Source: an optimization exercise on an open RTL-to-GDS flow (aim: a short achievable clock period and few clock cycles). Production flows keep margins and buffers that such runs may drop. In this exercise RTL edits were held to simulation tests only and were not proved equivalent to the original. No activity file was given, so power comes from the tool's default toggle rates.

### flow/config.mk
export PLATFORM = sky130hd
export DESIGN_NAME = cpuTop
export DESIGN_NICKNAME = cpuTop
export VERILOG_FILES = /design/flow/design.v
export SDC_FILE = /design/flow/constraint.sdc
export NUM_CORES = 4
export LEC_CHECK = 0
export ABC_CLOCK_PERIOD_IN_PS = 2800
export CAP_MARGIN = 20
export CELL_PAD_IN_SITES_DETAIL_PLACEMENT = 1
export CELL_PAD_IN_SITES_GLOBAL_PLACEMENT = 2
export CORE_MARGIN = 2
export CORE_UTILIZATION = 45
export CTS_CLUSTER_DIAMETER = 80
export CTS_CLUSTER_SIZE = 20
export SETUP_SLACK_MARGIN = 4.0
export SLEW_MARGIN = 20
### flow/constraint.sdc
create_clock -name core_clock -period 7.0 [get_ports {clk}]
set_input_delay 1.4000 -clock core_clock [delete_from_list [all_inputs] [get_ports {clk}]]
set_output_delay 1.4000 -clock core_clock [all_outputs]
set_load 0.01 [all_outputs]
### flow/design.v
`default_nettype none
package cpuPkg;
	localparam int dataWidth = 32;
	localparam int regAddrWidth = 5;  
	localparam int constWidth = 15;
	localparam int opcodeWidth = 6;
	localparam int aluOpWidth = 4;
	localparam int opcodeLsb = 26;
	localparam int rsLsb = 20;
	localparam int rtLsb = 15;
	localparam int rdLsb = 10;
	localparam int luiShift = 17;  
	typedef enum logic [opcodeWidth-1:0] {
		opHalt = 6'd0,
		opAlu = 6'd1,
		opAddi = 6'd2,
		opLui = 6'd3,
		opLw = 6'd4,
		opSw = 6'd5
	} opcodeT;
	typedef enum logic [aluOpWidth-1:0] {
		aluAdd = 4'd0,
		aluSub = 4'd1,
		aluAnd = 4'd2,
		aluOr = 4'd3,
		aluXor = 4'd4,
		aluSlt = 4'd5
	} aluOpT;
	typedef enum logic [1:0] {
		fwdReg = 2'd0,
		fwdExec = 2'd1,
		fwdMem = 2'd2,
		fwdWb = 2'd3
	} fwdSelT;
endpackage
`default_nettype wire
`timescale 1ns/1ps
`default_nettype none
module cpuTop #(
	parameter int imemAddrWidth = 6,
	parameter int dmemAddrWidth = 6
) (
	input logic clk,
	input logic reset,
	input logic progWrite,
	input logic [imemAddrWidth-1:0] progAddr,
	input logic [cpuPkg::dataWidth-1:0] progData,
	output logic wbValid,
	output logic [cpuPkg::regAddrWidth-1:0] wbReg,
	output logic [cpuPkg::dataWidth-1:0] wbData,
	output logic cpuDone
);
	localparam int IW = 28;  
	logic rstQ, rstQQ, wrQ;
	logic [5:0] waQ;
	logic [31:0] wdQ;
	logic [63:0] wOH;  
	always_ff @(posedge clk) begin
		rstQ <= reset;
		rstQQ <= rstQ;
		wrQ <= reset & progWrite;
		waQ <= progAddr;
		wdQ <= progData;
		for (int i = 0; i < 64; i++) begin
			wOH[i] <= reset && progWrite && progAddr == 6'(i);
		end
	end
	function automatic logic [IW-1:0] predecode(input logic [31:0] d);
		logic [2:0] kind;
		kind = (d[31:26] > 6'd5) ? 3'd6 : d[28:26];
		predecode = {kind, d[24:20], d[19:15], d[14:0]};
	endfunction
	logic [IW-1:0] imem [64];
	logic [63:0] written, writtenNext;  
	logic periodStart;
	assign periodStart = rstQ && !rstQQ;
	assign writtenNext = wOH | (periodStart ? 64'd0 : written);
	always_ff @(posedge clk) begin
		for (int i = 0; i < 64; i++) begin
			if (wOH[i]) begin
				imem[i] <= predecode(wdQ);
			end
		end
		written <= writtenNext;
	end
	logic [6:0] fp;  
	logic [5:0] fp1;
	logic [7:0] fpLo, fpHi;  
	logic fpWritten;  
	logic fHalted, sv;
	logic [63:0] fetched, fpOH;  
	logic [IW-1:0] fWord;
	logic canFetch, fetchNow, conflict, restart;
	assign fp1 = fp[5:0] + 1'b1;
	always_comb begin
		fWord = '0;
		for (int h = 0; h < 8; h++) begin
			logic [IW-1:0] row;
			row = '0;
			for (int l = 0; l < 8; l++) begin
				row = row | (fpLo[l] ? imem[8 * h + l] : '0);
			end
			fWord = fWord | (fpHi[h] ? row : '0);
		end
	end
	assign canFetch = !fHalted && !fp[6] && (!rstQ || fpWritten);
	assign fetchNow = canFetch && !sv;
	for (genvar i = 0; i < 64; i++) begin : g_fpOH
		assign fpOH[i] = fpHi[i / 8] && fpLo[i % 8] && !fp[6];
	end
	assign conflict = |(wOH & (fetched | (fetchNow ? fpOH : 64'd0)));
	assign restart = rstQ && (!rstQQ || !wrQ || waQ == 6'd0 || conflict);
	localparam int DW = IW + 8;
	function automatic logic [DW-1:0] decodeWord(input logic [IW-1:0] w);
		logic [2:0] kind;
		logic [4:0] dest;
		kind = w[IW-1 -: 3];
		dest = (kind == 3'd1) ? w[14:10] : w[19:15];
		decodeWord = {kind == 3'd1 || kind == 3'd2 || kind == 3'd4 || kind == 3'd5,
			kind == 3'd1 || kind == 3'd5,
			kind == 3'd1 || kind == 3'd2 || kind == 3'd3 || kind == 3'd4,
			dest, w};
	endfunction
	logic dv;
	logic [DW-1:0] dWord, sWord, fDec;
	logic [2:0] dKind;
	logic dSw, dLw, dLui, dAddi, dAlu, dHalt;
	logic [4:0] dRs, dRt, dDest;
	logic [14:0] dImm;
	logic [3:0] dFn;
	logic dUseRs, dUseRt, dWrites, hazard, issue, dLoad;
	assign fDec = decodeWord(fWord);
	assign {dUseRs, dUseRt, dWrites, dDest, dKind, dRs, dRt, dImm} = dWord;
	assign dHalt = dKind == 3'd0;
	assign dAlu = dKind == 3'd1;
	assign dAddi = dKind == 3'd2;
	assign dLui = dKind == 3'd3;
	assign dLw = dKind == 3'd4;
	assign dSw = dKind == 3'd5;
	assign dFn = dImm[3:0];
	logic e1w, e1halt, e1ld, e1st;
	logic [4:0] e1d;
	logic e2w, e2halt, e2ld;
	logic [4:0] e2d;
	logic e3w, e3halt;
	logic [4:0] e3d;
	logic [31:0] e3data;
	assign hazard = (dUseRs && ((e1w && e1d == dRs) || (e2w && e2d == dRs) || (e3w && e3d == dRs))) ||
		(dUseRt && ((e1w && e1d == dRt) || (e2w && e2d == dRt) || (e3w && e3d == dRt)));
	assign issue = dv && !hazard;
	assign dLoad = !dv || !hazard;
	always_ff @(posedge clk) begin
		if (restart) begin
			fp <= '0;
			fpLo <= 8'd1;
			fpHi <= 8'd1;
			fpWritten <= writtenNext[0];
			fHalted <= 1'b0;
			fetched <= '0;
			dv <= 1'b0;
			sv <= 1'b0;
		end else begin
			if (fetchNow) begin
				fp <= fp + 1'b1;
				fpLo <= {fpLo[6:0], fpLo[7]};
				if (fpLo[7]) begin
					fpHi <= {fpHi[6:0], fpHi[7]};
				end
				fpWritten <= writtenNext[fp1];
				fetched <= fetched | fpOH;
				if (fWord[IW-1 -: 3] == 3'd0) begin
					fHalted <= 1'b1;
				end
			end else begin
				fpWritten <= writtenNext[fp[5:0]];
			end
			if (dLoad) begin
				dv <= sv || fetchNow;
				sv <= 1'b0;
			end else if (fetchNow) begin
				sv <= 1'b1;
			end
		end
	end
	always_ff @(posedge clk) begin
		if (fetchNow) begin
			sWord <= fDec;
		end
		if (dLoad) begin
			dWord <= sv ? sWord : fDec;
		end
	end
	logic [31:0] regs [32];
	logic [31:0] rsVal, rtVal;
	logic [31:0] e3wOH;  
	logic restartQ;
	assign rsVal = regs[dRs];
	assign rtVal = regs[dRt];
	always_ff @(posedge clk) begin
		restartQ <= restart;
		for (int i = 0; i < 32; i++) begin
			if (restartQ) begin
				regs[i] <= '0;
			end else if (e3wOH[i]) begin
				regs[i] <= e3data;
			end
		end
	end
	logic [31:0] e1a, e1b, e1sd;
	logic [14:0] e1imm;
	logic e1cin, e1bSign, e1selSum, e1selSlt, e1selAnd, e1selOr, e1selXor, e1selLui;
	always_ff @(posedge clk) begin
		if (restart) begin
			e1w <= 1'b0;
			e1halt <= 1'b0;
			e1st <= 1'b0;
		end else begin
			e1w <= issue && dWrites;
			e1halt <= issue && dHalt;
			e1st <= issue && dSw;
		end
	end
	always_ff @(posedge clk) begin
		e1d <= dDest;
		e1ld <= dLw;
		e1imm <= dImm;
		e1a <= rsVal;
		e1sd <= rtVal;
		e1bSign <= dAlu ? rtVal[31] : dImm[14];
		if (dAlu && (dFn == 4'd1 || dFn == 4'd5)) begin
			e1b <= ~rtVal;
			e1cin <= 1'b1;
		end else begin
			e1b <= dAlu ? rtVal : {{17{dImm[14]}}, dImm};
			e1cin <= 1'b0;
		end
		e1selSum <= dAddi || (dAlu && (dFn == 4'd0 || dFn == 4'd1));
		e1selSlt <= dAlu && dFn == 4'd5;
		e1selAnd <= dAlu && dFn == 4'd2;
		e1selOr <= dAlu && dFn == 4'd3;
		e1selXor <= dAlu && dFn == 4'd4;
		e1selLui <= dLui;
	end
	logic [16:0] e1lo;
	logic [15:0] e1hi0, e1hi1;
	logic [31:0] e1logic;
	logic [7:0] e1byte;
	assign e1lo = {1'b0, e1a[15:0]} + {1'b0, e1b[15:0]} + {16'd0, e1cin};
	assign e1hi0 = e1a[31:16] + e1b[31:16];
	assign e1hi1 = e1a[31:16] + e1b[31:16] + 16'd1;
	assign e1logic = ({32{e1selAnd}} & (e1a & e1b)) | ({32{e1selOr}} & (e1a | e1b)) |
		({32{e1selXor}} & (e1a ^ e1b)) | ({32{e1selLui}} & {e1imm, 17'd0});
	assign e1byte = e1a[7:0] + e1imm[7:0];
	logic [31:0] dmem [64];
	logic [15:0] e2lo, e2hi0, e2hi1;
	logic e2c, e2selSum, e2selSlt, e2aSign, e2bSign;
	logic [31:0] e2logic, e2sd;
	logic [7:0] e2aLo, e2aHi;
	logic [63:0] e2stOH;
	always_ff @(posedge clk) begin
		if (restart) begin
			e2w <= 1'b0;
			e2halt <= 1'b0;
		end else begin
			e2w <= e1w;
			e2halt <= e1halt;
		end
	end
	always_ff @(posedge clk) begin
		e2d <= e1d;
		e2ld <= e1ld;
		e2lo <= e1lo[15:0];
		e2c <= e1lo[16];
		e2hi0 <= e1hi0;
		e2hi1 <= e1hi1;
		e2logic <= e1logic;
		e2selSum <= e1selSum;
		e2selSlt <= e1selSlt;
		e2aSign <= e1a[31];
		e2bSign <= e1bSign;
		e2sd <= e1sd;
		for (int i = 0; i < 8; i++) begin
			e2aLo[i] <= e1byte[4:2] == 3'(i);
			e2aHi[i] <= e1byte[7:5] == 3'(i);
		end
		for (int i = 0; i < 64; i++) begin
			e2stOH[i] <= e1st && e1byte[7:2] == 6'(i);
		end
	end
	always_ff @(posedge clk) begin
		for (int i = 0; i < 64; i++) begin
			if (e2stOH[i]) begin
				dmem[i] <= e2sd;
			end
		end
	end
	logic [31:0] e2sum, e2alu, e2load;
	logic e2lt;
	assign e2sum = {e2c ? e2hi1 : e2hi0, e2lo};
	assign e2lt = (e2aSign != e2bSign) ? e2aSign : e2sum[31];
	assign e2alu = ({32{e2selSum}} & e2sum) | {31'd0, e2selSlt & e2lt} | e2logic;
	always_comb begin
		e2load = '0;
		for (int h = 0; h < 8; h++) begin
			logic [31:0] row;
			row = '0;
			for (int l = 0; l < 8; l++) begin
				row = row | (e2aLo[l] ? dmem[8 * h + l] : '0);
			end
			e2load = e2load | (e2aHi[h] ? row : '0);
		end
	end
	always_ff @(posedge clk) begin
		if (restart) begin
			e3w <= 1'b0;
			e3halt <= 1'b0;
		end else begin
			e3w <= e2w;
			e3halt <= e2halt;
		end
	end
	always_ff @(posedge clk) begin
		e3d <= e2d;
		e3data <= e2ld ? e2load : e2alu;
		for (int i = 0; i < 32; i++) begin
			e3wOH[i] <= e2w && e2d == 5'(i);
		end
	end
	logic [36:0] q [64];
	logic [5:0] wp, rp;
	logic [63:0] wpOH;
	logic [7:0] rpLo, rpHi;
	logic execDone;
	always_ff @(posedge clk) begin
		for (int i = 0; i < 64; i++) begin
			if (e3w && wpOH[i]) begin
				q[i] <= {e3d, e3data};
			end
		end
	end
	logic [1:0] pv, pvAfter;
	logic [36:0] p0, p1, qHead;
	logic took, outAvail, qNonEmpty, refill;
	assign took = wbValid;
	assign pvAfter = pv - {1'b0, took};
	assign outAvail = took ? pv == 2'd2 : pv != 2'd0;
	assign qNonEmpty = wp != rp;
	assign refill = pvAfter != 2'd2 && qNonEmpty;
	always_comb begin
		qHead = '0;
		for (int h = 0; h < 8; h++) begin
			logic [36:0] row;
			row = '0;
			for (int l = 0; l < 8; l++) begin
				row = row | (rpLo[l] ? q[8 * h + l] : '0);
			end
			qHead = qHead | (rpHi[h] ? row : '0);
		end
	end
	always_ff @(posedge clk) begin
		if (restart) begin
			wp <= '0;
			wpOH <= 64'd1;
			rp <= '0;
			rpLo <= 8'd1;
			rpHi <= 8'd1;
			pv <= '0;
			execDone <= 1'b0;
		end else begin
			if (e3w) begin
				wp <= wp + 1'b1;
				wpOH <= {wpOH[62:0], wpOH[63]};
			end
			if (e3halt) begin
				execDone <= 1'b1;
			end
			if (refill) begin
				rp <= rp + 1'b1;
				rpLo <= {rpLo[6:0], rpLo[7]};
				if (rpLo[7]) begin
					rpHi <= {rpHi[6:0], rpHi[7]};
				end
			end
			pv <= pvAfter + {1'b0, refill};
		end
	end
	always_ff @(posedge clk) begin
		if (pvAfter == 2'd0) begin
			p0 <= qHead;
		end else if (pvAfter == 2'd1) begin
			if (took) begin
				p0 <= p1;
			end
			p1 <= qHead;
		end
	end
	always_ff @(posedge clk) begin
		wbValid <= !reset && !restart && outAvail;
		cpuDone <= !reset && !restart && execDone && pvAfter == 2'd0 && !qNonEmpty;
		{wbReg, wbData} <= took ? p1 : p0;
	end
endmodule
`default_nettype wire
### flow/run.sh
#!/bin/bash
# synth_recipe.tcl (not shown) runs the flow's synth.tcl, then flattens the netlist and writes it again
# the make line also repeats each setting of config.mk as NAME=value (left out here)
make -C /OpenROAD-flow-scripts/flow DESIGN_CONFIG=/design/flow/config.mk WORK_HOME=/design/flow/orfs CLKGATE_MAP_FILE= SYNTH_SCRIPT=/design/flow/synth_recipe.tcl finish
==> notes.md, run 1 <==
* Status: complete, no violations
* Synth Flop Type: edfxtp_1
* Critical path origin: e2aLo[5]
* First-pass GRT wire length at 1670 mm
* Core outline area at 0.667 mm^2
* Routed len/inst at 43.0 um
* Max VDD drop at 0.000291 V
* H-Tree Depth at 6
* Worst-Margin Slew at 1.20 ns
* Hold crit path type: reg -> reg
* # IOs at 80
* Switch Pwr at 37.9 mW
* Clk pin slew, worst setup/hold paths at 0.08 ns
* Final hold violation count at 0
* Cells on Worst Hold Path at 0
* Max FO, Critical Path at 8
* Aggregate global-route resource usage at 35.6%
* Post-Synth Adder-Cell Area at 0.336%
* Drt via density at 6.77
* CTS Buffer Depth at 4
* Sequential power share at 49.9%
* Post-Synth XOR/XNOR Area at 0.392%
* Post-Route WL at 1250 mm
* Final antenna-violating net count at 0
* Period utilization at 46.9%
* Sequential Area at 0.228 mm^2
* Synthesized cell area at 0.301 mm^2
* Switching Share at 32.5%
* Final worst slack at 3.72 ns
* Peak Freq at 305 MHz
* Initial antenna violation count at 77
* Maxcap violations at 0
* Port bufs at 78
* Multiplexer share of the synthesized area at 3.91%
* Async S/R FF share, synth at 0%
* R2r setup slk at 3.72 ns
* Clock skew at 0.0421 ns
* Reg2Reg Capture Point: e3data[29]
* Syn_area_per_cell at 15.4 um^2
* CTS tree: built
* Initial drt markers at 28400
* Pre-CTS setup slack at 2.30 ns
* Delay of the slowest critical-path stage at 1.04 ns
* # DRC at 0
* Crit. End Element: flop
* Syn-to-layout area delta at 12.9%
* Critical Path, Cell by Cell: buf_12, buf_6, buf_16, buf_12, a22oi_2, nand4_1, a222oi_1, a31oi_1, buf_4
* Drt pass-1 iters at 9
* Fin nets at 20000
* Final worst path period need at 3.28 ns
* Global route total overflow at 0
* DR vias at 197000
* Die H at 822 um
* Pleak at 107 nW
* Crit path launch type: flop
* Total CTS buffers at 522
* Clock power share at 27.8%
* Worst setup endpoint: e3data[29]
* Core Rows at 300
* Crit-path most repeated cell: buf_12
* Post-synth EDFFs at 6354
* Synthesized flop and latch total at 8176
* Ys Warns at 5
* Die ar. at 0.676 mm^2
* Synth Area in Compound Gates at 12.8%
* Largest family of logic cells by synthesized area: compound AO/OA/AOI/OAI gates
* Vias in the first global route at 191000
* TNS Setup at 0 ns
* Internal power at 78.6 mW
* Post-Syn Nets at 19700
* Gpl congestion at 0.852
* Final setup violation count at 0
* Multi-input logic area at 0.0706 mm^2
* Max_slew headroom at 19.2%
* Sequential area share after synthesis at 75.4%
* R2r startpoint: e2aLo[5]
* Largest net degree at the start of global routing at 184
* Max Slew Vio Count at 0
* CTS root buffer: clkbuf_16
* Skew-Pair Late Insertion Delay at 1.15 ns
* WP data arrival at 4.30 ns
* Power density cells at 342 mW/mm^2
* Simple-Gate Fraction of Synth Area at 5.03%
* Die X at 822 um
* Critical Path Slowest Stage Cell: a222oi_1
* Comb power frac at 22.3%
* Reg2Reg Depth at 9
* Clock sink total at 8176
* Fill count at 62700
* Unrepaired setup endpoints after global routing: true
* Initial Utilization at 45.1%
* Crit path required time at 8.01 ns
* Post-Syn Instances at 19600
* Crit path kind: reg -> reg
* Share of post-route cells with drive strength above 1 at 14.2%
* Yosys cell types at 76
* DP HPWL at 681 mm
==> logic make-up after synthesis <==
| family | after synthesis |
|---|---|
| compound gates | 5165 |
| xor+xnor | 135 |
| fa+ha+maj | 79 |
| buf+inv | 1651 |
| flops | 8176 |
| mux | 1160 |
| simple gates | 3191 |
==> placed cells by master, fill, tap and decap left out, types with 34 or more instances in the layout <==
cell             count
a211oi_1            46
a21o_1              35
a21oi_1            255
a21oi_2             34
a221oi_1           185
a22o_1             197
a22oi_1           3901
a22oi_2             93
a31oi_1             46
and2_2              37
and2_4              34
buf_12             111
buf_16              49
buf_4              788
buf_6              152
clkbuf_1           158
clkbuf_16          564
clkdlybuf4s50_1     39
dfxtp_1           1471
dfxtp_2            237
dfxtp_4            114
diode_2             47
edfxtp_1          6354
ha_1                71
inv_1              176
mux2_2             114
mux2i_1           1044
nand2_1            372
nand3_1             89
nand4_1            913
nor2_1            1388
nor2_4              78
nor3_1              58
o21ai_0             58
xnor2_1             78
xor2_1              51
==> worst max-delay path, delay by kind of cell, from the launching register on <==
kind	cells	cell delay, ns
simple gates	1	0.55
flops	1	0.41
buf+inv	5	0.79
compound gates	3	1.37
==> synth_stat cells (15+ instances only) <==
library cell	instances	share of area, %
mux2i_1	1044	3.5
and2_1	91	0.19
nand3_1	92	0.15
a41oi_1	32	0.093
a211oi_1	49	0.12
nor4_1	53	0.11
a221oi_1	202	0.59
a22o_1	200	0.58
nor2_1	1489	1.9
buf_1	266	0.33
o32a_1	33	0.11
a22oi_1	3994	10
nand2_1	386	0.48
clkbuf_1	1177	1.5
a222oi_1	32	0.11
edfxtp_1	6354	63
nand4_1	913	1.9
a221o_1	15	0.050
a21oi_1	294	0.49
mux2_2	114	0.43
nor3_1	62	0.10
xnor2_1	81	0.24
xor2_1	54	0.16
a31oi_1	84	0.17
o22ai_1	20	0.042
o21ai_0	64	0.11
ha_1	76	0.32
dfxtp_1	1822	12
a21o_1	36	0.090
buf_2	24	0.040
a21boi_0	32	0.080
inv_1	178	0.22
==> sequential cells by signal, summed over array words and instances (netlist names), 36 cells and up <==
name	cells
regs	1024
wpOH	64
dmem	2048
wOH	64
e2stOH	64
fetched	64
p0	37
sWord	36
dWord	36
p1	37
written	64
q	2368
imem	1792
==> power by group through the flow <==
| stage | logic [mW] | registers (mW) | clock network (mW) |
|---|---|---|---|
| after floorplan | 9.99 | 58.7 | 0 |
| after CTS | 24.3 | 58.3 | 32.7 |
| after detailed placement | 21.7 | 59.7 | 0 |
| final | 25.9 | 58.2 | 32.4 |
| after global routing | 26.6 | 58.3 | 34.2 |
| after global placement | 21.4 | 59.7 | 0 |
==> layer usage <==
metal / global-route usage, % / routed length (um) / vias to the layer above
li1: - / - / 78600
met3: 6.14 / 109000 / 2114
met1: 51.0 / 522000 / 106000
met4: 13.8 / 57800 / 22
met5: 0.0494 / 185 / -
met2: 54.6 / 562000 / 10300
==> how the worst min path moves through the flow <==
stage	start	to	slack, ns
final	e1sd[24]	e2sd[24]	0.32
after global routing	e1sd[22]	e2sd[22]	0.33
after CTS	e1sd[22]	e2sd[22]	0.33
after detailed placement	e1sd[21]	e2sd[21]	0.31
after global placement	e1sd[2]	e2sd[2]	0.31
after floorplan	e1bSign	e2bSign	0.31
==> layout make-up <==
class	count	share of cell area, %
inverter	182	0.218
timing repair buffer	1214	3.90
timing repair inverter	13	0.0614
tap	8909	3.28
antenna	47	0.0346
clock inverter	138	0.410
multi-input combinational	9731	20.7
sequential	8176	67.0
clock buffer	735	4.33
==> through the flow <==
step	hold WS [ns]	util (%)	cell area (um^2)	power, mW	cells
after detailed placement	0.313	47.2	315000	81.4	27800
after CTS	0.327	50.5	337000	115	29000
after global placement	0.310	47.2	315000	81.1	27800
final	0.324	51.0	340000	116	29100
after global routing	0.327	51.0	340000	119	29100
after floorplan	0.310	-	301000	68.7	19600
==> repair_timing <==
item / CTS / global route
setup buffers: 286 / 86
hold buffers: 0 / 0
cloned: 40 / 25
gates resized for setup: 691 / 327
setup endpoints to repair: 1479 / 431
pin swaps: 157 / 129
Testbench counts, summed over its fixed seeds: cycles 78,103.
==> run 2: changes to the inputs <==
--- a/flow/config.mk
+++ b/flow/config.mk
@@ -12,6 +12,4 @@
 export CORE_MARGIN = 2
 export CORE_UTILIZATION = 45
-export CTS_CLUSTER_DIAMETER = 80
-export CTS_CLUSTER_SIZE = 20
 export SETUP_SLACK_MARGIN = 4.0
 export SLEW_MARGIN = 20
==> notes.md, run 2 <==
* Status: complete, no violations
* Sequential area share after synthesis at 75.4% (unchanged)
* Comb power frac at 20.0% (-2.3 points)
* CTS tree: built
* Gpl congestion at 0.852 (unchanged)
* Final antenna-violating net count at 0 (unchanged)
* Initial Utilization at 45.1% (unchanged)
* DR vias at 200000 (+1.1%)
* Initial antenna violation count at 80 (+3.9%)
* Commonest non-fill, non-tap cell in the layout: edfxtp_1
* Synthesized flop and latch total at 8176 (unchanged)
* Fill count at 62200 (-0.75%)
* Period utilization at 47.9% (+0.98 points)
* Post-Syn Instances at 19600 (unchanged)
* Total CTS buffers at 843 (+61%)
* WP data arrival at 4.33 ns (+0.03 ns)
* Crit path kind: reg -> reg
* Power density cells at 367 mW/mm^2 (+7.3%)
* Synth area leaders: edfxtp_1, dfxtp_1, a22oi_1
* Aggregate global-route resource usage at 35.9% (+0.27 points)
* Switching Share at 31.4% (-1.1 points)
* Max Slew Vio Count at 0 (unchanged)
* Final setup violation count at 0 (unchanged)
* R2r setup slk at 3.65 ns (-0.07 ns)
* Port bufs at 78 (unchanged)
* TNS Setup at 0 ns (unchanged)
* Clock skew at 0.0783 ns (+0.0362 ns)
* Max VDD drop at 0.000271 V (-7.1%)
* Skew-Pair Late Insertion Delay at 1.23 ns (+0.08 ns)
* Clk pin slew, worst setup/hold paths at 0.06 ns (-0.02 ns)
* Syn_area_per_cell at 15.4 um^2 (unchanged)
* Final hold violation count at 0 (unchanged)
* # DRC at 0 (unchanged)
* Sequential power share at 45.3% (-4.6 points)
* Synth area leader: edfxtp_1
* Max FO, Critical Path at 23 (+15)
* Largest net degree at the start of global routing at 184 (unchanged)
* Yosys cell types at 76 (unchanged)
* H-Tree Depth at 6 (unchanged)
* Reg2Reg Capture Point: e3data[28]
* Max reg flops at 2368 (unchanged)
* CTS root buffer: clkbuf_16
* Die ar. at 0.676 mm^2 (unchanged)
* Global route total overflow at 0 (unchanged)
* Die X at 822 um (unchanged)
* CTS Buffer Depth at 4 (unchanged)
* Pleak at 112 nW (+4.7%)
* First-pass GRT wire length at 1690 mm (+0.89%)
* Unrepaired setup endpoints after global routing: true
* Share of post-route cells with drive strength above 1 at 15.6% (+1.4 points)
* DP HPWL at 681 mm (unchanged)
* Reg2Reg Depth at 8 (-1)
* Post-synth EDFFs at 6354 (unchanged)
* Cells on Worst Hold Path at 0 (unchanged)
* Post-Route WL at 1260 mm (+0.61%)
* Most frequent cells in the layout: edfxtp_1, a22oi_1, dfxtp_1
* Crit path launch type: flop
* Top-count cell post-synth: edfxtp_1
* Crit path required time at 7.98 ns (-0.03 ns)
* Max_slew headroom at 10.7% (-8.5 points)
* Maxcap violations at 0 (unchanged)
* Largest regs: q: 2368 flops, dmem: 2048 flops, imem: 1792 flops
* Clock power share at 34.7% (+6.9 points)
* Yosys top cell area share at 63.3% (unchanged)
* Routed len/inst at 42.2 um (-1.7%)
* Internal power at 88.3 mW (+12%)
* Pre-CTS setup slack at 2.30 ns (unchanged)
* R2r startpoint: e2aLo[5]
* Ys Warns at 5 (unchanged)
* Die H at 822 um (unchanged)
* Hold crit path type: reg -> reg
* Vias in the first global route at 195000 (+2.0%)
* Worst setup endpoint: e3data[28]
* Critical path origin: e2aLo[5]
* Final worst slack at 3.65 ns (-0.0688 ns)
* Synthesized cell area at 0.301 mm^2 (unchanged)
* Async S/R FF share, synth at 0% (unchanged)
* Drt pass-1 iters at 7 (-2)
* Peak Freq at 298 MHz (-2.1%)
* Crit. End Element: flop
* Reg with most FFs: q
* Core outline area at 0.667 mm^2 (unchanged)
* # IOs at 80 (unchanged)
* Initial drt markers at 28000 (-1.6%)
* Drt via density at 6.69 (-1.2%)
* Post-Syn Nets at 19700 (unchanged)
* Final worst path period need at 3.35 ns (+0.0688 ns)
* Fin nets at 20200 (+1.4%)
* Most frequent cells after synthesis: edfxtp_1, a22oi_1, dfxtp_1
* Core Rows at 300 (unchanged)
* Synth Flop Type: edfxtp_1
* Worst-Margin Slew at 1.33 ns (+0.127 ns)
* Switch Pwr at 40.4 mW (+6.7%)
* Clock sink total at 8176 (unchanged)
* Syn-to-layout area delta at 16.3%
-- run 2: cell count changes in the layout (fill, tap and decap cells not counted), moves of 17 or more --
cell       delta
clkbuf_16   +313
clkinv_1    +144
clkinv_2    +106
clkbuf_1     +93
clkbuf_8     +52
bufinv_16    +37
nor2_1       +27
buf_12       -24
buf_6        -20
clkinv_16    +17
inv_6        -17
nor2_2       -17
-- run 2: timing repair --
item,in CTS,in global routing
resized for setup,681,226
cloned,38,24
setup endpoints to repair,1461,423
endpoints found under the hold margin,0,0
pin swaps,160,101
hold buffers,0,0
buffers inserted,255,80
-- run 2: worst min path at each step --
| stage | from | end | slack [ns] |
|---|---|---|---|
| 2_1_floorplan | e1bSign | e2bSign | 0.31 |
| 3_3_place_gp | e1sd[2] | e2sd[2] | 0.31 |
| 3_5_place_dp | e1sd[21] | e2sd[21] | 0.31 |
| 4_1_cts | e1sd[27] | e2sd[27] | 0.32 |
| 5_1_grt | e1sd[8] | e2sd[8] | 0.33 |
| 6_report | e1sd[30] | e2sd[30] | 0.32 |
-- run 2: kinds of logic (layout without fill, tap and decap cells) --
group           after synthesis  count (layout)  synth area share, %
compound gates             5165            5165                 12.8
xor+xnor                    135             135                0.392
fa+ha+maj                    79              79                0.336
buf+inv                    1651            2957                 2.07
flops                      8176            8176                 75.4
mux                        1160            1160                 3.91
other cells                   0              58                    0
simple gates               3191            3192                 5.03
-- run 2: final cells by class --
| cell class | instances | area, um^2 | area share, % |
|---|---|---|---|
| Antenna cell | 58 | 145 | 0.0414 |
| Sequential cell | 8176 | 228000 | 65.1 |
| Inverter | 182 | 742 | 0.212 |
| Timing Repair inverter | 7 | 77.6 | 0.0221 |
| Timing Repair Buffer | 1180 | 12700 | 3.62 |
| Multi-Input combinational cell | 9731 | 70300 | 20.1 |
| Tap cell | 8909 | 11100 | 3.18 |
| Clock buffer | 1185 | 23500 | 6.69 |
| Clock inverter | 403 | 3780 | 1.08 |
-- run 2: per-layer routing --
metal  track usage, %  routed length [um]  up-vias
met5                0                 120        -
met4             13.7               56800       18
met3             6.93              115000     2217
met2             55.2              566000    10600
met1             50.9              522000   107000
li1                 -                   -    79600
-- run 2: worst max-delay path: stages (launching register included) --
cell	delay, ns
dfxtp_4	0.40
buf_4	0.16
buf_4	0.13
buf_6	0.15
buf_16	0.20
a22oi_1	0.18
nand4_1	0.88
a222oi_1	0.76
a31oi_2	0.26
-- run 2: power by group through the flow --
| stage | Sequential, mW | Combinational (mW) | Clock (mW) |
|---|---|---|---|
| after floorplan | 58.7 | 9.99 | 0 |
| after global placement | 59.7 | 21.4 | 0 |
| after detailed placement | 59.7 | 21.7 | 0 |
| after CTS | 58.5 | 24.2 | 45.1 |
| after global routing | 58.4 | 26.4 | 46.9 |
| final | 58.3 | 25.7 | 44.7 |
-- run 2: metrics by stage --
step / area [um^2] / instances / utilization [%] / hold WS (ns) / power (mW)
after floorplan: 301000 / 19600 / - / 0.310 / 68.7
after global placement: 315000 / 27800 / 47.2 / 0.310 / 81.1
after detailed placement: 315000 / 27800 / 47.2 / 0.313 / 81.4
after CTS: 348000 / 29700 / 52.1 / 0.325 / 128
after global routing: 350000 / 29800 / 52.5 / 0.331 / 132
final: 350000 / 29800 / 52.5 / 0.316 / 129
==> run 3: changes to the inputs <==
--- a/flow/design.v
+++ b/flow/design.v
@@ -93,4 +93,7 @@
 	logic canFetch, fetchNow, conflict, restart;
 	assign fp1 = fp[5:0] + 1'b1;
+	logic wAtFp, wAtFp1;
+	assign wAtFp = writtenNext[fp[5:0]];
+	assign wAtFp1 = writtenNext[fp1];
 	always_comb begin
 		fWord = '0;
@@ -109,6 +112,13 @@
 		assign fpOH[i] = fpHi[i / 8] && fpLo[i % 8] && !fp[6];
 	end
-	assign conflict = |(wOH & (fetched | (fetchNow ? fpOH : 64'd0)));
-	assign restart = rstQ && (!rstQQ || !wrQ || waQ == 6'd0 || conflict);
+	logic [63:0] fetchedNext;
+	logic hitQ, wa0Q;
+	assign fetchedNext = fetched | (fetchNow ? fpOH : 64'd0);
+	always_ff @(posedge clk) begin
+		hitQ <= !restart && fetchedNext[progAddr];
+		wa0Q <= progAddr == 6'd0;
+	end
+	assign conflict = wrQ && (hitQ || (waQ == fp[5:0] && !fp[6] && fetchNow));
+	assign restart = rstQ && (!rstQQ || !wrQ || wa0Q || conflict);
 	localparam int DW = IW + 8;
 	function automatic logic [DW-1:0] decodeWord(input logic [IW-1:0] w);
@@ -145,5 +155,7 @@
 	logic e3w, e3halt;
 	logic [4:0] e3d;
-	logic [31:0] e3data;
+	logic [31:0] e3data, e3load, e3alu;
+	logic e3ld;
+	assign e3data = e3ld ? e3load : e3alu;
 	assign hazard = (dUseRs && ((e1w && e1d == dRs) || (e2w && e2d == dRs) || (e3w && e3d == dRs))) ||
 		(dUseRt && ((e1w && e1d == dRt) || (e2w && e2d == dRt) || (e3w && e3d == dRt)));
@@ -167,11 +179,11 @@
 					fpHi <= {fpHi[6:0], fpHi[7]};
 				end
-				fpWritten <= writtenNext[fp1];
-				fetched <= fetched | fpOH;
+				fpWritten <= wAtFp1;
+				fetched <= fetchedNext;
 				if (fWord[IW-1 -: 3] == 3'd0) begin
 					fHalted <= 1'b1;
 				end
 			end else begin
-				fpWritten <= writtenNext[fp[5:0]];
+				fpWritten <= wAtFp;
 			end
 			if (dLoad) begin
@@ -322,5 +334,7 @@
 	always_ff @(posedge clk) begin
 		e3d <= e2d;
-		e3data <= e2ld ? e2load : e2alu;
+		e3ld <= e2ld;
+		e3load <= e2load;
+		e3alu <= e2alu;
 		for (int i = 0; i < 32; i++) begin
 			e3wOH[i] <= e2w && e2d == 5'(i);
@@ -339,21 +353,18 @@
 		end
 	end
-	logic [1:0] pv, pvAfter;
-	logic [36:0] p0, p1, qHead;
-	logic took, outAvail, qNonEmpty, refill;
-	assign took = wbValid;
-	assign pvAfter = pv - {1'b0, took};
-	assign outAvail = took ? pv == 2'd2 : pv != 2'd0;
+	logic hv, nv, consume, qNonEmpty, refill;
+	logic [36:0] h, n, qHead;
+	assign consume = !reset && hv;
 	assign qNonEmpty = wp != rp;
-	assign refill = pvAfter != 2'd2 && qNonEmpty;
+	assign refill = qNonEmpty && !(hv && nv && !consume);
 	always_comb begin
 		qHead = '0;
-		for (int h = 0; h < 8; h++) begin
+		for (int r = 0; r < 8; r++) begin
 			logic [36:0] row;
 			row = '0;
 			for (int l = 0; l < 8; l++) begin
-				row = row | (rpLo[l] ? q[8 * h + l] : '0);
+				row = row | (rpLo[l] ? q[8 * r + l] : '0);
 			end
-			qHead = qHead | (rpHi[h] ? row : '0);
+			qHead = qHead | (rpHi[r] ? row : '0);
 		end
 	end
@@ -365,5 +376,6 @@
 			rpLo <= 8'd1;
 			rpHi <= 8'd1;
-			pv <= '0;
+			hv <= 1'b0;
+			nv <= 1'b0;
 			execDone <= 1'b0;
 		end else begin
@@ -382,21 +394,28 @@
 				end
 			end
-			pv <= pvAfter + {1'b0, refill};
+			if (consume) begin
+				hv <= nv || refill;
+				nv <= nv && refill;
+			end else if (!hv) begin
+				hv <= refill;
+			end else if (!nv) begin
+				nv <= refill;
+			end
 		end
 	end
 	always_ff @(posedge clk) begin
-		if (pvAfter == 2'd0) begin
-			p0 <= qHead;
-		end else if (pvAfter == 2'd1) begin
-			if (took) begin
-				p0 <= p1;
-			end
-			p1 <= qHead;
+		if (consume) begin
+			h <= nv ? n : qHead;
+			n <= qHead;
+		end else if (!hv) begin
+			h <= qHead;
+		end else if (!nv) begin
+			n <= qHead;
 		end
 	end
 	always_ff @(posedge clk) begin
-		wbValid <= !reset && !restart && outAvail;
-		cpuDone <= !reset && !restart && execDone && pvAfter == 2'd0 && !qNonEmpty;
-		{wbReg, wbData} <= took ? p1 : p0;
+		wbValid <= consume && !restart;
+		cpuDone <= !reset && !restart && execDone && !hv && !qNonEmpty;
+		{wbReg, wbData} <= h;
 	end
 endmodule
--- a/flow/config.mk
+++ b/flow/config.mk
@@ -6,5 +6,5 @@
 export NUM_CORES = 4
 export LEC_CHECK = 0
-export ABC_CLOCK_PERIOD_IN_PS = 2800
+export ABC_CLOCK_PERIOD_IN_PS = 2200
 export CAP_MARGIN = 20
 export CELL_PAD_IN_SITES_DETAIL_PLACEMENT = 1
@@ -12,4 +12,6 @@
 export CORE_MARGIN = 2
 export CORE_UTILIZATION = 45
-export SETUP_SLACK_MARGIN = 4.0
+export CTS_CLUSTER_DIAMETER = 80
+export CTS_CLUSTER_SIZE = 20
+export SETUP_SLACK_MARGIN = 4.1
 export SLEW_MARGIN = 20
==> notes.md, run 3 <==
* Status: complete, no violations
* Power density cells at 309 mW/mm^2 (-16%)
* R2r startpoint: dWord[16]
* Port bufs at 78 (unchanged)
* Post-synth EDFFs at 6354 (unchanged)
* Max Slew Vio Count at 0 (unchanged)
* Reg2Reg Depth at 13 (+5)
* Clk pin slew, worst setup/hold paths at 0.08 ns (+0.02 ns)
* Final antenna-violating net count at 0 (unchanged)
* Crit path kind: reg -> reg
* Pre-CTS setup slack at 2.51 ns (+0.217 ns)
* Most frequent cells after synthesis: edfxtp_1, a22oi_1, dfxtp_1
* Synth area leaders: edfxtp_1, dfxtp_1, a22oi_1
* Final setup violation count at 0 (unchanged)
* CTS Buffer Depth at 4 (unchanged)
* H-Tree Depth at 6 (unchanged)
* Sequential area share after synthesis at 75.9% (+0.47 points)
* Async S/R FF share, synth at 0% (unchanged)
* Final hold violation count at 0 (unchanged)
* Global route total overflow at 0 (unchanged)
* Final worst path period need at 3.05 ns (-0.302 ns)
* Largest net degree at the start of global routing at 191 (+3.8%)
* DR vias at 199000 (-0.36%)
* Final worst slack at 3.95 ns (+0.302 ns)
* Hold Buf Count CTS at 0 (unchanged)
* Maxcap violations at 0 (unchanged)
* Die H at 821 um (-0.16%)
* Core Rows at 300 (unchanged)
* Die ar. at 0.674 mm^2 (-0.32%)
* Crit path launch type: flop
* Initial drt markers at 28400 (+1.6%)
* Synth Flop Type: edfxtp_1
* Pleak at 106 nW (-5.8%)
* Crit path required time at 7.94 ns (-0.04 ns)
* Drt via density at 6.81 (+1.8%)
* Worst-Margin Slew at 1.23 ns (-0.0985 ns)
* DP HPWL at 667 mm (-2.0%)
* # IOs at 80 (unchanged)
* Worst hold path startpoint: e1sd[26]
* Max_slew headroom at 18.0% (+7.4 points)
* Core outline area at 0.666 mm^2 (-0.17%)
* First-pass GRT wire length at 1630 mm (-3.2%)
* Vias in the first global route at 192000 (-1.4%)
* Clock skew at 0.0601 ns (-0.0182 ns)
* Worst Hold End: e2sd[26]
* Synthesized flop and latch total at 8211 (+0.43%)
* Syn_area_per_cell at 15.2 um^2 (-1.4%)
* CTS tree: built
* Max VDD drop at 0.000314 V (+16%)
* Aggregate global-route resource usage at 34.7% (-1.2 points)
* Total CTS buffers at 523 (-38%)
* Initial Utilization at 45.1% (-0.068 points)
* Gpl congestion at 0.865 (+1.4%)
* Yosys top cell area share at 63.5% (+0.20 points)
* Fin util at 50.8% (-1.7 points)
* Fin nets at 20000 (-1.1%)
* Max reg flops at 2368 (unchanged)
* Layout Cells excl Fill at 29200 (-2.1%)
* Share of post-route cells with drive strength above 1 at 13.6% (-2.0 points)
* Post-Syn Instances at 19800 (+1.1%)
* Largest regs: q: 2368 flops, dmem: 2048 flops, imem: 1792 flops
* Clock sink total at 8211 (+0.43%)
* Reg with most FFs: q
* Hold crit path type: reg -> reg
* WP data arrival at 3.98 ns (-0.35 ns)
* Most frequent cells in the layout: edfxtp_1, a22oi_1, dfxtp_1
* Post-Syn Nets at 19900 (+1.1%)
* Top-count cell post-synth: edfxtp_1
* Yosys cell types at 88 (+16%)
* TNS Setup at 0 ns (unchanged)
* Cells on Worst Hold Path at 0 (unchanged)
* Crit. End Element: flop
* Period utilization at 43.5% (-4.3 points)
* Unrepaired setup endpoints after global routing: true
* Placed cell count at 27900 (+0.34%)
* Syn-to-layout area delta at 12.6%
* Initial antenna violation count at 69 (-14%)
* Post-Route WL at 1210 mm (-3.9%)
* Ys Warns at 5 (unchanged)
* # DRC at 0 (unchanged)
* CTS root buffer: clkbuf_16
* Reg2Reg Capture Point: e1b[28]
* Synthesized cell area at 0.300 mm^2 (-0.32%)
* Drt pass-1 iters at 6 (-1)
* Routed len/inst at 41.5 um (-1.8%)
* Max FO, Critical Path at 11 (-52%)
* Synth area leader: edfxtp_1
* Commonest non-fill, non-tap cell in the layout: edfxtp_1
* Peak Freq at 328 MHz (+9.9%)
* R2r setup slk at 3.95 ns (+0.30 ns)
* Die X at 821 um (-0.16%)
* Skew-Pair Late Insertion Delay at 1.14 ns (-0.09 ns)
* Fill count at 62600 (+0.55%)
## run 3: routing by layer
metal	share of wire [%]	wire [um]	vias to the layer above	global-route usage, %
met5	0.011	136	-	0
li1	-	-	79700	-
met3	8.5	103000	1884	5.08
met1	43	518000	107000	51.3
met2	45	544000	10200	53.1
met4	3.7	44900	14	10.8
## run 3: critical path, stage by stage, from the launching register on
cell and delay, ns:
edfxtp_1 0.50, buf_6 0.17, buf_8 0.14, nand2b_4 0.19, buf_4 0.15, buf_4 0.14, nor2_4 0.16, buf_4 0.40
a22oi_1 0.17, nand2_1 0.14, nor4_4 0.07, a21oi_4 0.36, xnor2_1 0.16, a21oi_1 0.08
## run 3: cells by family after synthesis
| family | after synthesis | share of synthesized area, % |
|---|---|---|
| fa+ha+maj | 78 | 0.332 |
| xor+xnor | 139 | 0.405 |
| buf+inv | 1739 | 2.25 |
| flops | 8211 | 75.9 |
| compound gates | 6160 | 15.3 |
| mux | 133 | 0.499 |
| simple gates | 3319 | 5.34 |
## run 3: report_power, final
group	internal (mW)	total [mW]	switching, mW
clock	15.6	32.6	17.0
sequential	54.5	55.5	1.01
combinational	4.57	16.4	11.8
## run 3: worst max path at each step
| stage | start | end | slack (ns) |
|---|---|---|---|
| global route | wbValid | wbValid | 3.92 |
| CTS | wbValid | wbValid | 3.90 |
| floorplan | progAddr[0] | hitQ | 4.11 |
| detailed placement | progAddr[1] | hitQ | 2.51 |
| finish | dWord[16] | e1b[28] | 3.95 |
| global placement | progAddr[1] | hitQ | 2.51 |
## run 3: per-stage QoR
step,total power [mW],hold slack (ns),area [um^2]
4_1_cts,104,0.330,335000
3_3_place_gp,71.0,0.310,314000
3_5_place_dp,71.2,0.313,314000
6_report,105,0.324,338000
5_1_grt,107,0.335,338000
2_1_floorplan,63.3,0.310,300000
## run 3: final cells by class
class | count | area, um^2 | share of cell area, %
inverter | 169 | 679 | 0.201
multi-input combinational | 9831 | 68600 | 20.3
timing repair buffer | 1162 | 12800 | 3.78
antenna | 46 | 115 | 0.0340
sequential | 8211 | 229000 | 67.6
clock inverter | 135 | 1550 | 0.457
clock buffer | 733 | 14800 | 4.38
tap | 8909 | 11100 | 3.30
## run 3: timing repair
item,4_1_cts,5_1_grt
gates resized for setup,702,299
pin swaps,118,91
setup buffers,257,102
cloned,27,19
setup endpoints to repair,2560,846
Testbench counts of run 3, summed over its fixed seeds: cycles 78,103.
==> run 4: changes to the inputs <==
--- a/flow/config.mk
+++ b/flow/config.mk
@@ -11,5 +11,5 @@
 export CELL_PAD_IN_SITES_GLOBAL_PLACEMENT = 2
 export CORE_MARGIN = 2
-export CORE_UTILIZATION = 45
+export CORE_UTILIZATION = 42
 export CTS_CLUSTER_DIAMETER = 80
 export CTS_CLUSTER_SIZE = 20
==> notes.md, run 4 <==
* Delay of the slowest critical-path stage at 0.57 ns (+0.07 ns)
* Post-DP Area at 0.315 mm^2 (+0.32%)
* Core outline area at 0.713 mm^2 (+6.9%)
* WP data arrival at 3.93 ns (-0.05 ns)
* Initial antenna violation count at 87 (+26%)
* Clock sink total at 8211 (unchanged)
* Final setup violation count at 0 (unchanged)
* Fill count at 67900 (+8.4%)
* Max VDD drop at 0.000262 V (-16%)
* TNS Setup at 0 ns (unchanged)
* H-Tree Depth at 6 (unchanged)
* Fin nets at 20000 (+0.060%)
* Crit path launch type: flop
* Crit. End Element: flop
* Drt via density at 6.63 (-2.7%)
* Clk pin slew, worst setup/hold paths at 0.09 ns (about the same)
* Sequential Area at 0.229 mm^2 (about the same)
* Hold crit path type: reg -> reg
* Sequential area share after synthesis at 75.9% (unchanged)
* Hold Buf Count CTS at 0 (unchanged)
* Critical path origin: dWord[23]
* Critical Path Slowest Stage Cell: buf_4
* Synthesized flop and latch total at 8211 (unchanged)
* Initial drt markers at 27300 (-4.0%)
* Period utilization at 42.9% (-0.68 points)
* Global route total overflow at 0 (unchanged)
* Max Slew Vio Count at 0 (unchanged)
* Final hold violation count at 0 (unchanged)
* Die H at 850 um (+3.5%)
* Vias in the first global route at 192000 (+0.26%)
* Largest net degree at the start of global routing at 190 (-0.52%)
* Yosys cell types at 88 (unchanged)
* Gpl congestion at 0.860 (-0.59%)
* Port bufs at 78 (unchanged)
* DP HPWL at 680 mm (+1.9%)
* First-pass GRT wire length at 1670 mm (+1.9%)
* CTS Buffer Depth at 4 (unchanged)
* Final instance area at 0.339 mm^2 (about the same)
* Ys Warns at 5 (unchanged)
* CTS root buffer: clkbuf_16
* Routed len/inst at 41.3 um (-0.46%)
* Pleak at 106 nW (about the same)
* DR vias at 198000 (-0.43%)
* Reg with most FFs: q
* Max reg flops at 2368 (unchanged)
* Final antenna-violating net count at 0 (unchanged)
* CTS tree: built
* # IOs at 80 (unchanged)
* Skew-Pair Late Insertion Delay at 1.13 ns (about the same)
* Power density cells at 310 mW/mm^2 (+0.23%)
* Crit-path most repeated cell: buf_4
* Synth area leader: edfxtp_1
* Critical Path, Cell by Cell: buf_4, buf_4, or3b_4, nor2_4, buf_4, a22o_1, a221oi_1, nand3_1, o32a_1
* Max_slew headroom at 17.9% (-0.14 points)
* Synth area leaders: edfxtp_1, dfxtp_1, a22oi_1
* Aggregate global-route resource usage at 32.9% (-1.8 points)
* Die ar. at 0.722 mm^2 (+7.1%)
* Syn_area_per_cell at 15.2 um^2 (unchanged)
* Top-count cell post-synth: edfxtp_1
* Yosys top cell area share at 63.5% (unchanged)
* Post-Syn Instances at 19800 (unchanged)
* Worst-Margin Slew at 1.23 ns (+0.00212 ns)
* Crit path max-delay family: buffers and inverters
* Largest regs: q: 2368 flops, dmem: 2048 flops, imem: 1792 flops
* Status: complete, no violations
* Multi-input logic area at 0.0681 mm^2 (-0.76%)
* Most frequent cells in the layout: edfxtp_1, a22oi_1, dfxtp_1
* Peak Freq at 333 MHz (+1.6%)
* Die X at 850 um (+3.5%)
* Crit path required time at 7.93 ns (about the same)
* Share of post-route cells with drive strength above 1 at 13.6% (-0.072 points)
* Final worst path period need at 3.00 ns (-0.0478 ns)
* Clock skew at 0.0613 ns (+0.00121 ns)
* Post-Syn Nets at 19900 (unchanged)
* Syn-to-layout area delta at 12.7% (about the same)
* Max FO, Critical Path at 19 (+8)
* # DRC at 0 (unchanged)
* Post-Route WL at 1230 mm (+1.8%)
* Most frequent cells after synthesis: edfxtp_1, a22oi_1, dfxtp_1
* Worst hold path startpoint: e1sd[29]
* Crit path kind: reg -> reg
* Unrepaired setup endpoints after global routing: true
* Synth Flop Type: edfxtp_1
* R2r startpoint: dWord[23]
* Post-synth EDFFs at 6354 (unchanged)
* Commonest non-fill, non-tap cell in the layout: edfxtp_1
* Initial Utilization at 42.1% (-2.9 points)
* Async S/R FF share, synth at 0% (unchanged)
* Maxcap violations at 0 (unchanged)
* Synthesized cell area at 0.300 mm^2 (unchanged)
* Drt pass-1 iters at 6 (unchanged)
* Total CTS buffers at 535 (+2.3%)
* Core Rows at 310 (+3.3%)
* Buf/Inv on CP at 3 (-2)
-- run 4: cell types whose count changed in the layout (fill, tap and decap cells not counted), moves of 14 or more --
cell	change
a22oi_1	+24
buf_6	-27
nor3_1	+15
dfxtp_2	+22
buf_4	+56
nor4_1	+18
buf_16	-19
diode_2	+14
inv_6	+22
a22oi_2	-24
-- run 4: stage by stage --
stage / util (%) / setup slack, ns / instances / total power [mW] / hold slack (ns)
2_1_floorplan: - / 4.11 / 19800 / 63.3 / 0.310
4_1_cts: 47.2 / 3.92 / 29700 / 105 / 0.309
5_1_grt: 47.5 / 3.94 / 29800 / 108 / 0.317
3_5_place_dp: 44.2 / 2.49 / 28500 / 71.4 / 0.313
3_3_place_gp: 44.2 / 2.49 / 28500 / 71.2 / 0.310
6_report: 47.5 / 4.00 / 29900 / 105 / 0.311
-- run 4: worst register-to-register path, cell delays in order (launching register included) --
cell	delay, ns
edfxtp_1	0.41
buf_4	0.19
buf_4	0.14
or3b_4	0.47
nor2_4	0.12
buf_4	0.57
a22o_1	0.29
a221oi_1	0.05
nand3_1	0.10
o32a_1	0.52
-- run 4: worst paths after layout --
check                           endpoint  cells after the start  slack, ns
worst max-delay path             e1a[14]                      9       4.00
worst min-delay path            e2sd[29]                      0       0.31
worst max register to register   e1a[14]                      9       4.00
worst min register to register  e2sd[29]                      0       0.31
-- run 4: metal layers --
metal,GRT usage (%),up-vias,routed length [um]
met4,9.47,28,43100
met3,4.43,1829,95900
li1,-,79800,-
met2,50.8,9490,554000
met1,48.7,107000,539000
met5,0,-,175
-- run 4: layout make-up --
cell class,count,area share [%]
repair buffers,1164,3.63
clock buffers,732,4.40
flip-flops and latches,8211,67.5
diodes,60,0.0444
well taps,9516,3.52
clock inverters,184,0.554
multi-input cells,9829,20.1
inverters,169,0.203
-- run 4: cells by family after synthesis --
logic type | after synthesis | share of synthesized area (%)
simple gates | 3319 | 5.34
mux | 133 | 0.499
flops | 8211 | 75.9
fa+ha+maj | 78 | 0.332
xor+xnor | 139 | 0.405
buf+inv | 1739 | 2.25
compound gates | 6160 | 15.3
-- run 4: timing repair --
item / in CTS / in global routing
gates cloned: 26 / 9
endpoints found under the hold margin: 0 / 0
gates resized for setup: 680 / 191
setup endpoints to repair: 1712 / 583
pin swaps: 114 / 66
buffers inserted: 248 / 87
-- run 4: power by group --
group          switching (mW)  total, mW  internal (mW)
registers                1.15       55.7           54.5
logic                    11.6       16.0           4.32
clock network            17.3       33.2           15.9
total                    30.1        105           74.8
==> run 5: changes to the inputs <==
--- a/flow/config.mk
+++ b/flow/config.mk
@@ -11,5 +11,5 @@
 export CELL_PAD_IN_SITES_GLOBAL_PLACEMENT = 2
 export CORE_MARGIN = 2
-export CORE_UTILIZATION = 42
+export CORE_UTILIZATION = 38
 export CTS_CLUSTER_DIAMETER = 80
 export CTS_CLUSTER_SIZE = 20
==> notes.md, run 5 <==
* First-pass GRT wire length at 1640 mm (-1.4%)
* Drt pass-1 iters at 6 (unchanged)
* Crit path launch type: flop
* DR vias at 196000 (-0.95%)
* Sequential power share at 53.5% (+0.4 points)
* Post-synth EDFFs at 6354 (unchanged)
* Crit path kind: reg -> reg
* Port bufs at 78 (unchanged)
* Max VDD drop at 0.000258 V (-1.7%)
* Max reg flops at 2368 (unchanged)
* Final worst path period need at 3.06 ns (+0.0566 ns)
* CTS tree: built
* Final setup violation count at 0 (unchanged)
* Yosys top cell area share at 63.5% (unchanged)
* Global route total overflow at 0 (unchanged)
* Placed cell count at 29400 (+3.2%)
* Gpl congestion at 0.848 (-1.3%)
* Largest net degree at the start of global routing at 161 (-15%)
* Synthesized cell area at 0.300 mm^2 (unchanged)
* Share of post-route cells with drive strength above 1 at 12.9% (-0.66 points)
* Met2 Track Usage GR at 45.0% (-5.8 points)
* Peak Freq at 327 MHz (-1.9%)
* Worst hold path startpoint: e1sd[13]
* Aggregate global-route resource usage at 29.1% (-3.7 points)
* Core outline area at 0.788 mm^2 (+11%)
* Final hold violation count at 0 (unchanged)
* Die H at 893 um (+5.1%)
* Max Slew Vio Count at 0 (unchanged)
* Commonest non-fill, non-tap cell in the layout: edfxtp_1
* Top-count cell post-synth: edfxtp_1
* WP data arrival at 3.90 ns (-0.03 ns)
* H-Tree Depth at 6 (unchanged)
* Crit path required time at 7.84 ns (-0.09 ns)
* Total CTS buffers at 525 (-1.9%)
* Async S/R FF share, synth at 0% (unchanged)
* Fin nets at 19900 (-0.40%)
* Initial Utilization at 38.1% (-4.0 points)
* Post-Syn Nets at 19900 (unchanged)
* Largest regs: q: 2368 flops, dmem: 2048 flops, imem: 1792 flops
* Maxcap violations at 0 (unchanged)
* Period utilization at 43.7% (+0.81 points)
* Synth area leader: edfxtp_1
* Clk pin slew, worst setup/hold paths at 0.09 ns (about the same)
* Comb power frac at 15.2% (about the same)
* Crit. End Element: flop
* Status: complete, no violations
* Core Rows at 326 (+5.2%)
* Synth area leaders: edfxtp_1, dfxtp_1, a22oi_1
* Switch Pwr at 30.0 mW (-0.31%)
* Internal power at 74.3 mW (-0.64%)
* Delay of the slowest critical-path stage at 0.81 ns (+0.24 ns)
* Simple-Gate Fraction of Synth Area at 5.34% (unchanged)
* Drt via density at 6.39 (-3.7%)
* Yosys cell types at 88 (unchanged)
* Die X at 893 um (+5.1%)
* Most frequent cells after synthesis: edfxtp_1, a22oi_1, dfxtp_1
* CTS root buffer: clkbuf_16
* Post-Synth Adder-Cell Area at 0.332% (unchanged)
* R2r setup slk at 3.94 ns (-0.06 ns)
* Worst-Margin Slew at 1.19 ns (-0.0382 ns)
* Vias in the first global route at 193000 (+0.22%)
* Initial drt markers at 26800 (-1.9%)
* DP HPWL at 668 mm (-1.7%)
* Unrepaired setup endpoints after global routing: true
* Critical path origin: e2aLo[6]
* Largest family of logic cells by synthesized area: compound AO/OA/AOI/OAI gates
* Routed len/inst at 39.4 um (-4.6%)
* Switching Share at 28.7% (+0.069 points)
* Critical Path, Cell by Cell: buf_16, a22oi_1, nand4_1, a22oi_1, nand4_1
* Most frequent cells in the layout: edfxtp_1, a22oi_1, dfxtp_1
* Final antenna-violating net count at 0 (unchanged)
* # DRC at 0 (unchanged)
* Clock skew at 0.102 ns (+0.0405 ns)
* Syn_area_per_cell at 15.2 um^2 (unchanged)
* Hold Buf Count CTS at 0 (unchanged)
* Synth Flop Type: edfxtp_1
* Post-Syn Instances at 19800 (unchanged)
* GRT Max-Usage Layer: met2
* Pleak at 105 nW (-0.71%)
* GRT met3 Usage at 3.63% (-0.80 points)
* Power density cells at 308 mW/mm^2 (-0.52%)
* Max_slew headroom at 20.4% (+2.5 points)
* Clock sink total at 8211 (unchanged)
* Buf/Inv on CP at 1 (-2)
* Multiplexer share of the synthesized area at 0.499% (unchanged)
* CTS Buffer Depth at 4 (unchanged)
* Crit path max-delay family: compound AO/OA/AOI/OAI gates
* Met1 GRT Util at 43.3% (-5.4 points)
* # IOs at 80 (unchanged)
* Clock power share at 31.3% (-0.4 points)
* Ys Warns at 5 (unchanged)
* Initial antenna violation count at 79 (-9.2%)
* Sequential area share after synthesis at 75.9% (unchanged)
* Reg with most FFs: q
* Max FO, Critical Path at 33 (+14)
* Hold crit path type: reg -> reg
* Syn-to-layout area delta at 12.7% (about the same)
* Die ar. at 0.797 mm^2 (+10%)
* Critical Path Slowest Stage Cell: a22oi_1
* Synth Area in Compound Gates at 15.3% (unchanged)
* Skew-Pair Late Insertion Delay at 1.17 ns (+0.04 ns)
* Layout Cells excl Fill at 30700 (+2.8%)
* R2r startpoint: e2aLo[6]
* Post-Synth XOR/XNOR Area at 0.405% (unchanged)
* Synthesized flop and latch total at 8211 (unchanged)
* TNS Setup at 0 ns (unchanged)
* Post-Route WL at 1210 mm (-1.9%)
## run 5: logic make-up (layout without fill, tap and decap cells)
group                      count (synthesis)  after routing
and+or+nand+nor                         3319           3320
AOI/OAI and AO/OA                       6160           6160
buffers and inverters                   1739           2139
DFF                                     8211           8211
other                                      0             31
muxes                                    133            133
xor gates and xnor gates                 139            139
adders and majority gates                 78             78
## run 5: routing by layer
layer,vias up,wire length (um)
met4,18,40300
met2,8869,543000
li1,79600,-
met3,1675,88800
met5,-,114
met1,106000,536000
## run 5: power groups by stage
stage	Sequential, mW	Combinational (mW)	Clock (mW)
2_1_floorplan	56.3	6.99	0
3_3_place_gp	57.1	14.1	0
3_5_place_dp	57.1	14.2	0
4_1_cts	55.8	15.4	33.2
5_1_grt	55.9	16.5	34.8
6_report	55.8	15.8	32.7
## run 5: worst paths after layout
kind / to / depth (start not counted)
setup reg to reg: e3load[16] / 5
setup / recovery: e3load[16] / 5
hold reg to reg: e2sd[13] / 0
hold / removal: e2sd[13] / 0
## run 5: through the flow
stage / util [%] / setup WS (ns) / instance area, um^2 / hold WS [ns] / total power, mW
2_1_floorplan: - / 4.11 / 300000 / 0.310 / 63.3
3_3_place_gp: 40.0 / 2.34 / 315000 / 0.311 / 71.2
3_5_place_dp: 40.0 / 2.44 / 315000 / 0.313 / 71.3
4_1_cts: 42.7 / 3.91 / 337000 / 0.311 / 104
5_1_grt: 43.0 / 3.94 / 338000 / 0.323 / 107
6_report: 43.0 / 3.94 / 338000 / 0.323 / 104
## run 5: layout make-up
cell class | count | area (um^2)
timing repair inverter | 2 | 17.5
multi-input combinational | 9830 | 67900
clock buffer | 739 | 14700
timing repair buffer | 1091 | 11700
clock inverter | 138 | 1620
inverter | 169 | 682
tap | 10500 | 13100
sequential | 8211 | 229000
fill | 76900 | 449000
antenna | 31 | 77.6
## run 5: repair_timing
item / CTS / global route
pin swaps: 127 / 88
gates cloned: 20 / 9
setup buffers: 267 / 64
gates resized for setup: 658 / 187
setup endpoints to repair: 1967 / 456
==> run 6: changes to the inputs <==
--- a/flow/config.mk
+++ b/flow/config.mk
@@ -11,7 +11,7 @@
 export CELL_PAD_IN_SITES_GLOBAL_PLACEMENT = 2
 export CORE_MARGIN = 2
-export CORE_UTILIZATION = 38
+export CORE_UTILIZATION = 42
 export CTS_CLUSTER_DIAMETER = 80
 export CTS_CLUSTER_SIZE = 20
-export SETUP_SLACK_MARGIN = 4.1
+export SETUP_SLACK_MARGIN = 4.2
 export SLEW_MARGIN = 20
==> notes.md, run 6 <==
* Fin nets at 20200 (+1.3%)
* Status: complete, no violations
* Worst hold path startpoint: e1sd[20]
* Share of post-route cells with drive strength above 1 at 15.3% (+2.4 points)
* Total power at 106 mW (+1.3%)
* Clock power share at 31.7% (+0.4 points)
* Internal power at 75.3 mW (+1.4%)
* Routed len/inst at 41.2 um (+4.6%)
* Maxcap violations at 0 (unchanged)
* Initial drt markers at 26800 (+0.15%)
* Max reg flops at 2368 (unchanged)
* R2r startpoint: fpLo[1]
* WP data arrival at 1.69 ns (-2.21 ns)
* Ys Warns at 5 (unchanged)
* Unrepaired setup endpoints after global routing: true
* Drt via density at 6.63 (+3.8%)
* DP HPWL at 680 mm (+1.8%)
* Largest net degree at the start of global routing at 183 (+14%)
* Most frequent cells after synthesis: edfxtp_1, a22oi_1, dfxtp_1
* Fill count at 67800 (-12%)
* Crit. End Element: output port
* Synth area leader: edfxtp_1
* Final antenna-violating net count at 0 (unchanged)
* Sequential Area at 0.229 mm^2 (about the same)
* Max Slew Vio Count at 0 (unchanged)
* # IOs at 80 (unchanged)
* CTS tree: built
* Power density cells at 308 mW/mm^2 (about the same)
* Largest regs: q: 2368 flops, dmem: 2048 flops, imem: 1792 flops
* Worst-Margin Slew at 1.16 ns (-0.0343 ns)
* Core outline area at 0.713 mm^2 (-9.5%)
* Global route total overflow at 0 (unchanged)
* Synthesized cell area at 0.300 mm^2 (unchanged)
* Final worst path period need at 3.09 ns (+0.0288 ns)
* Post-Syn Instances at 19800 (unchanged)
* H-Tree Depth at 6 (unchanged)
* CTS Buffer Depth at 4 (unchanged)
* Gpl congestion at 0.866 (+2.2%)
* Final hold violation count at 0 (unchanged)
* Die X at 850 um (-4.9%)
* Yosys top cell area share at 63.5% (unchanged)
* Sequential area share after synthesis at 75.9% (unchanged)
* # DRC at 0 (unchanged)
* Hold crit path type: reg -> reg
* Peak Freq at 324 MHz (-0.93%)
* Post-Syn Nets at 19900 (unchanged)
* Switching Share at 28.7% (-0.066 points)
* DR vias at 199000 (+1.5%)
* CTS root buffer: clkbuf_16
* Critical Path, Cell by Cell: buf_6
* Port bufs at 78 (unchanged)
* Crit path launch type: flop
* Most frequent cells in the layout: edfxtp_1, a22oi_1, dfxtp_1
* Sequential power share at 52.7% (-0.8 points)
* Skew-Pair Late Insertion Delay at 1.15 ns (-0.02 ns)
* Clock skew at 0.0436 ns (-0.0582 ns)
* Switch Pwr at 30.3 mW (+1.0%)
* Die H at 850 um (-4.9%)
* Commonest non-fill, non-tap cell in the layout: edfxtp_1
* Initial antenna violation count at 68 (-14%)
* Final instance area at 0.343 mm^2 (+1.3%)
* Critical Path Slowest Stage Cell: dfxtp_4
* First-pass GRT wire length at 1660 mm (+1.2%)
* Multi-input logic area at 0.0693 mm^2 (+2.1%)
* Drt pass-1 iters at 6 (unchanged)
* Aggregate global-route resource usage at 32.7% (+3.6 points)
* Crit path kind: reg -> out
* Die ar. at 0.722 mm^2 (-9.5%)
* Yosys cell types at 88 (unchanged)
* Synth area leaders: edfxtp_1, dfxtp_1, a22oi_1
* Synth Flop Type: edfxtp_1
* Post-synth EDFFs at 6354 (unchanged)
* Async S/R FF share, synth at 0% (unchanged)
* Reg2Reg Depth at 10 (+5)
* Vias in the first global route at 193000 (+0.24%)
* Delay of the slowest critical-path stage at 0.43 ns (-0.38 ns)
* Buf/Inv on CP at 1 (unchanged)
* Cells on Worst Hold Path at 0 (unchanged)
* Post-Route WL at 1240 mm (+2.3%)
* Core Rows at 310 (-4.9%)
* Syn-to-layout area delta at 14.2%
* Max_slew headroom at 22.7% (+2.3 points)
* Max VDD drop at 0.000288 V (+12%)
* Final setup violation count at 0 (unchanged)
* Comb power frac at 15.7% (+0.5 points)
* R2r setup slk at 3.97 ns (+0.03 ns)
* Synthesized flop and latch total at 8211 (unchanged)
* Reg2Reg Capture Point: dWord[35]
* Reg with most FFs: q
* Total CTS buffers at 534 (+1.7%)
* Top-count cell post-synth: edfxtp_1
* Worst Hold End: e2sd[20]
* Crit path required time at 5.60 ns (-2.24 ns)
* Max FO, Critical Path at 1 (-97%)
* Crit path max-delay family: flip-flops
* TNS Setup at 0 ns (unchanged)
* Period utilization at 44.1% (+0.41 points)
* Pleak at 108 nW (+2.4%)
* Post-DP Area at 0.315 mm^2 (-0.22%)
* Initial Utilization at 42.1% (+4.0 points)
* Clock sink total at 8211 (unchanged)
* Syn_area_per_cell at 15.2 um^2 (unchanged)
* Clk pin slew, worst setup/hold paths at 0.08 ns (about the same)
-- run 6: cell counts after synthesis --
Identical to the previous run, type by type.
-- run 6: per-layer routing --
metal / global-route usage (%) / share of wire (%) / up-vias
li1: - / - / 80200
met1: 49.1 / 44 / 108000
met2: 50.3 / 45 / 9256
met3: 4.26 / 7.7 / 1767
met4: 8.92 / 3.4 / 12
met5: 0 / 0.0070 / -
-- run 6: repair_timing --
action	in CTS	in global routing
buffers inserted	315	162
hold buffers	0	0
endpoints found under the hold margin	0	0
pin swaps	178	296
resized for setup	850	504
setup endpoints to repair	2685	1043
gates cloned	31	25
-- run 6: worst max-delay path by stage --
stage	startpoint	endpoint	slack, ns	cells after the start
after CTS	wbValid	wbValid	3.83	1
after detailed placement	dWord[15]	e1b[0]	2.39	10
final	wbValid	wbValid	3.91	1
after global placement	progAddr[1]	hitQ	2.37	8
after global routing	wbValid	wbValid	3.86	1
after floorplan	progAddr[0]	hitQ	4.12	9
-- run 6: per-stage QoR --
stage / utilization (%) / setup slack [ns] / instances / hold slack [ns]
after CTS: 47.5 / 3.83 / 29800 / 0.329
after global routing: 48.1 / 3.86 / 30000 / 0.335
after global placement: 44.2 / 2.37 / 28500 / 0.310
final: 48.1 / 3.91 / 30000 / 0.327
after floorplan: - / 4.12 / 19800 / 0.310
after detailed placement: 44.2 / 2.39 / 28500 / 0.313
-- run 6: final cells by class --
type / instances / share of cell area [%]
Sequential cell: 8211 / 66.7
Multi-Input combinational cell: 9831 / 20.2
Timing Repair Buffer: 1336 / 4.47
Clock buffer: 731 / 4.34
Tap cell: 9516 / 3.47
Clock inverter: 184 / 0.608
Inverter: 169 / 0.195
Antenna cell: 44 / 0.0321
Timing Repair inverter: 1 / 0.00255
-- run 6: power groups by stage --
stage	Clock (mW)	Combinational [mW]	Sequential, mW
global placement	0	14.3	56.8
global route	35.5	17.2	55.7
CTS	34.0	15.8	55.6
finish	33.5	16.5	55.6
detailed placement	0	14.4	56.8
floorplan	0	6.99	56.3
-- run 6: kinds of logic (layout without fill, tap and decap cells) --
kind of cell	Yosys count	count (layout)	share of synthesized area (%)
other	0	44	0
and+or+nand+nor	3319	3320	5.34
DFF	8211	8211	75.9
adders and majority gates	78	78	0.332
muxes	133	134	0.499
xor gates and xnor gates	139	139	0.405
AOI/OAI and AO/OA	6160	6160	15.3
buffers and inverters	1739	2421	2.25

## separate check: timing with driven ports
The results above use ideal ports. As a check the final layouts listed here were re-extracted and re-timed, cells and wires unchanged. Step 1: set_driving_cell puts a clkbuf_16 on clk and a buf_2 on each other input, an assumption about the parent block. Step 2 also shifts input and output timing later by t, the mid clock arrival at the registers, as if the neighbouring blocks saw the same clock. a / b / c = ideal ports / drivers / drivers and shift; a / b = the first two.
run	shift t [ns]	setup slack, ns	hold slack, ns	worst setup path at the end	worst data-port slew with drivers (ns)
run 1	1.292	3.718 / 3.665 / 3.214	0.324 / 0.324 / 0.324	input to register	0.11
run 2	1.317	3.650 / 3.650 / 3.190	0.316 / 0.316 / 0.316	input to register	0.11
run 3	1.239	3.952 / 3.830 / 3.093	0.324 / 0.324 / 0.324	input to register	0.13
run 4	1.231	4.000 / 3.870 / 3.093	0.311 / 0.311 / 0.311	input to register	0.13
run 5	1.280	3.943 / 3.824 / 2.961	0.323 / 0.323 / 0.323	input to register	0.39
run 6	1.256	3.914 / 3.782 / 3.064	0.327 / 0.327 / 0.327	input to register	0.20
After both steps every run listed still meets setup and hold. For run 5, which loses most, drivers alone change the setup slack by -0.119 ns; drivers and shift together by -0.982 ns.
